This design comes from an exercise in tuning for small area on the open sky130 flow, not from production work. Only simulation tests tie the RTL to the original design; equivalence was not proved. The flow treats the clock pin as an ideal source, which a real chip does not have. No activity file was given, so power comes from the tool's default toggle rates.

Design rob_top, start of the top module:
module rob_top (
    input  logic        clk,
    input  logic        rst_n,
    input  logic        alloc_valid,
    input  rob_pkg::op_kind_t alloc_kind,
    input  rob_pkg::reg_idx_t alloc_dest,
    input  rob_pkg::store_size_t alloc_size,
    output rob_pkg::tag_t alloc_tag,
    output logic        full,
    output logic        empty,
    input  logic        cdb_valid,
    input  rob_pkg::tag_t cdb_tag,
    input  rob_pkg::word_t cdb_value,
    input  rob_pkg::word_t cdb_addr,
    input  logic        cdb_mispredict,
    input  rob_pkg::word_t cdb_target,
    input  rob_pkg::tag_t lookup_tag,
    output logic        lookup_ready,
    output rob_pkg::word_t lookup_value,
    output logic        commit_valid,
    output rob_pkg::reg_idx_t commit_rd,
    output rob_pkg::word_t commit_value,
    output rob_pkg::tag_t commit_tag,
    output logic        mem_req,
    output rob_pkg::word_t mem_addr,
    output rob_pkg::word_t mem_wdata,
    output logic [3:0]  mem_be,
    input  logic        mem_ack,
    output logic        flush,
    output rob_pkg::word_t redirect_pc
);
Settings: LEC_CHECK=0, CAP_MARGIN=20, CORE_MARGIN=2, CORE_UTILIZATION=55, PLACE_DENSITY=0.65, SLEW_MARGIN=20; clock period 10.0 ns.
standard.sh (not shown) runs the stock make flow with config.mk's settings and CLKGATE_MAP_FILE= SYNTH_SCRIPT=/design/flow/synth_recipe.tcl, a recipe that flattens the netlist after the stock synthesis.
==> flow/flow/run.sh <==
#!/bin/bash
# The standard layout, with a leaner clock tree (no dummy loads, larger sink
# clusters of clkbuf_8) and single-drive port buffers. make's full output
# goes to standard_make.log here; each ORFS step's log is under orfs/logs/.
set -euo pipefail
bash standard.sh \
  "CTS_ARGS=-sink_clustering_enable -repair_clock_nets -dont_use_dummy_load -buf_list sky130_fd_sc_hd__clkbuf_8 -sink_clustering_size 14 -sink_clustering_max_diameter 60" \
  "BUFFER_PORTS_ARGS=-buffer_cell sky130_fd_sc_hd__buf_1" \
  finish > standard_make.log 2>&1
Then changed:
==> flow/run.sh (new file) <==
#!/bin/bash
# synth_recipe.tcl (not shown) runs the flow's synth.tcl, then flattens the netlist and writes it again
# the make line also repeats each setting of config.mk as NAME=value (left out here)
make -C /OpenROAD-flow-scripts/flow DESIGN_CONFIG=/design/flow/config.mk WORK_HOME=/design/flow/orfs CLKGATE_MAP_FILE= SYNTH_SCRIPT=/design/flow/synth_recipe.tcl finish
- CTS_BUF_LIST: not set -> sky130_fd_sc_hd__clkbuf_16
- CTS_CLUSTER_DIAMETER: not set -> 80
- CTS_CLUSTER_SIZE: not set -> 25
removed: flow/flow/run.sh
removed: flow/standard.sh
=> The changed run completed without violations. Power is higher by 9.3%. Die area is unchanged. Global-route usage drops by 0.42 points. Routed wire length came out lower by 0.54%. Synthesized cell count does not change. Maximum frequency drops by 8.0%. Area after synthesis does not change.

== run A ==
Starting RTL as in the previous note.
==> flow/config.mk <==
export PLATFORM = sky130hd
export DESIGN_NAME = rob_top
export DESIGN_NICKNAME = rob_top
export VERILOG_FILES = /design/flow/design.v
export SDC_FILE = /design/flow/constraint.sdc
export NUM_CORES = 4
export LEC_CHECK = 0
export CAP_MARGIN = 20
export CORE_MARGIN = 2
export CORE_UTILIZATION = 55
export PLACE_DENSITY = 0.65
export SLEW_MARGIN = 20
==> flow/constraint.sdc <==
create_clock -name core_clock -period 10.0 [get_ports {clk}]
set_input_delay 2.0000 -clock core_clock [delete_from_list [all_inputs] [get_ports {clk}]]
set_output_delay 2.0000 -clock core_clock [all_outputs]
set_load 0.01 [all_outputs]
==> flow/flow/run.sh <==
#!/bin/bash
# The standard layout, with a leaner clock tree (no dummy loads, larger sink
# clusters of clkbuf_16) and single-drive port buffers. make's full output
# goes to standard_make.log here; each ORFS step's log is under orfs/logs/.
set -euo pipefail
bash standard.sh \
  "CTS_ARGS=-sink_clustering_enable -repair_clock_nets -dont_use_dummy_load -buf_list sky130_fd_sc_hd__clkbuf_16 -sink_clustering_size 25 -sink_clustering_max_diameter 80" \
  "BUFFER_PORTS_ARGS=-buffer_cell sky130_fd_sc_hd__buf_1" \
  finish > standard_make.log 2>&1
Both conditions hold for run A: the flow ran to the end and the final layout passed the timing, design-rule and antenna checks.
## Diff of input files: run B against run A
==> flow/flow/run.sh <==
#!/bin/bash
# The standard layout, with a leaner clock tree (no dummy loads, larger sink
# clusters of clkbuf_16), single-drive port buffers, and an area recovery pass
# after clock tree synthesis (post_cts.tcl). make's full output goes to
# standard_make.log here; each ORFS step's log is under orfs/logs/.
set -euo pipefail
here=$(cd "$(dirname "$0")" && pwd)
bash standard.sh \
  "CTS_ARGS=-sink_clustering_enable -repair_clock_nets -dont_use_dummy_load -buf_list sky130_fd_sc_hd__clkbuf_16 -sink_clustering_size 25 -sink_clustering_max_diameter 80" \
  "BUFFER_PORTS_ARGS=-buffer_cell sky130_fd_sc_hd__buf_1" \
  "POST_CTS_TCL=$here/post_cts.tcl" \
  finish > standard_make.log 2>&1
==> flow/flow/post_cts.tcl (new file) <==
# After clock tree synthesis and its timing repair: give back area on paths
# with slack to spare, keeping a margin, then re-legalise the placement.
estimate_parasitics -placement
repair_timing -recover_power 100 -setup_margin 1.0
detailed_placement
check_placement -verbose
estimate_parasitics -placement
report_worst_slack
report_design_area
Findings:
Total power draw delta (run A -> run B): insignificant. Diff run A -> run B | area of all placed cells without fillers | up slightly. Utilization run A -> run B: up. From run B to run A, remaining design rule violation count did not move at all. The run showing the smaller final worst-path cycle share is run A. Sequential share of power of run A is on par with run B. Comparing run B and run A, net count reported at finish is lower on run A. Run A and run B ended up with roughly the same net switching fraction of the power. [run B vs run A] data arrival time of the critical path: higher in run B. Against run A, run B reports a antenna diode instance count that is lower. Diff run A -> run B | global routing usage on met1 | increase of 0.22 points.
Modified inputs, run C compared to run B
==> flow/flow/run.sh <==
#!/bin/bash
# The standard layout, with a leaner clock tree (no dummy loads, larger sink
# clusters of clkbuf_8) and single-drive port buffers. make's full output
# goes to standard_make.log here; each ORFS step's log is under orfs/logs/.
set -euo pipefail
bash standard.sh \
  "CTS_ARGS=-sink_clustering_enable -repair_clock_nets -dont_use_dummy_load -buf_list sky130_fd_sc_hd__clkbuf_8 -sink_clustering_size 16 -sink_clustering_max_diameter 80" \
  "BUFFER_PORTS_ARGS=-buffer_cell sky130_fd_sc_hd__buf_1" \
  finish > standard_make.log 2>&1
removed: flow/flow/post_cts.tcl
==> summary.txt <==
Run C | status: complete | timing, DRC, antenna: pass
Run B completed every stage of the flow, and the final layout passed the timing, design-rule and antenna checks.
A launch point of the worst path of cdb_tag[4] is what run B shows, while u_rob_pointers.head_ptr[1] belongs to run C.
In run C, the clock-pin transition on the worst setup and hold timing paths came out 0.02 ns above the value in run B.
Changes observed in run C relative to run B: core utilization went down; initial antenna violation count went down.

[static timing again, ports no longer ideal]
How much do the figures lean on ideal ports? The routed layouts below were timed once more, with nothing changed but the port constraints.
Step 1 (the two cells are an assumption about what drives the block):
set clk [get_ports {clk}]
set_driving_cell -lib_cell sky130_fd_sc_hd__clkbuf_16 $clk
set_driving_cell -lib_cell sky130_fd_sc_hd__buf_2 [delete_from_list [all_inputs] $clk]
Step 2 adds t to the input delays and takes it off the output delays; t is the mean of the earliest and latest rising clock arrival at the registers after step 1. Input paths then give back, and output paths get back, about the clock's delay inside the block.
Slacks: no drivers / after step 1 / after step 2; pairs: no drivers / after step 1.
| run | t, ns | setup slack, ns | worst hold slack (ns) | worst slew at a driven data input, ns |
|---|---|---|---|---|
| the first run of note 1 | 1.105 | 1.688 / 1.597 / 1.681 | 0.576 / 0.576 / 0.576 | 0.17 |
| the second run of note 1 | 0.916 | 0.965 / 0.940 / 0.940 | 0.579 / 0.579 / 0.579 | 0.19 |
| run A | 0.884 | 1.725 / 1.702 / 1.702 | 0.573 / 0.573 / 0.573 | 0.17 |
| run B | 0.885 | 1.428 / 1.404 / 1.404 | 0.573 / 0.573 / 0.573 | 0.17 |
| run C | 1.067 | 1.665 / 1.583 / 1.757 | 0.576 / 0.576 / 0.576 | 0.16 |
After both steps setup and hold are still met in every run listed. For the second run of note 1, which loses most, drivers alone change the setup slack by -0.025 ns; drivers and shift together by -0.025 ns.
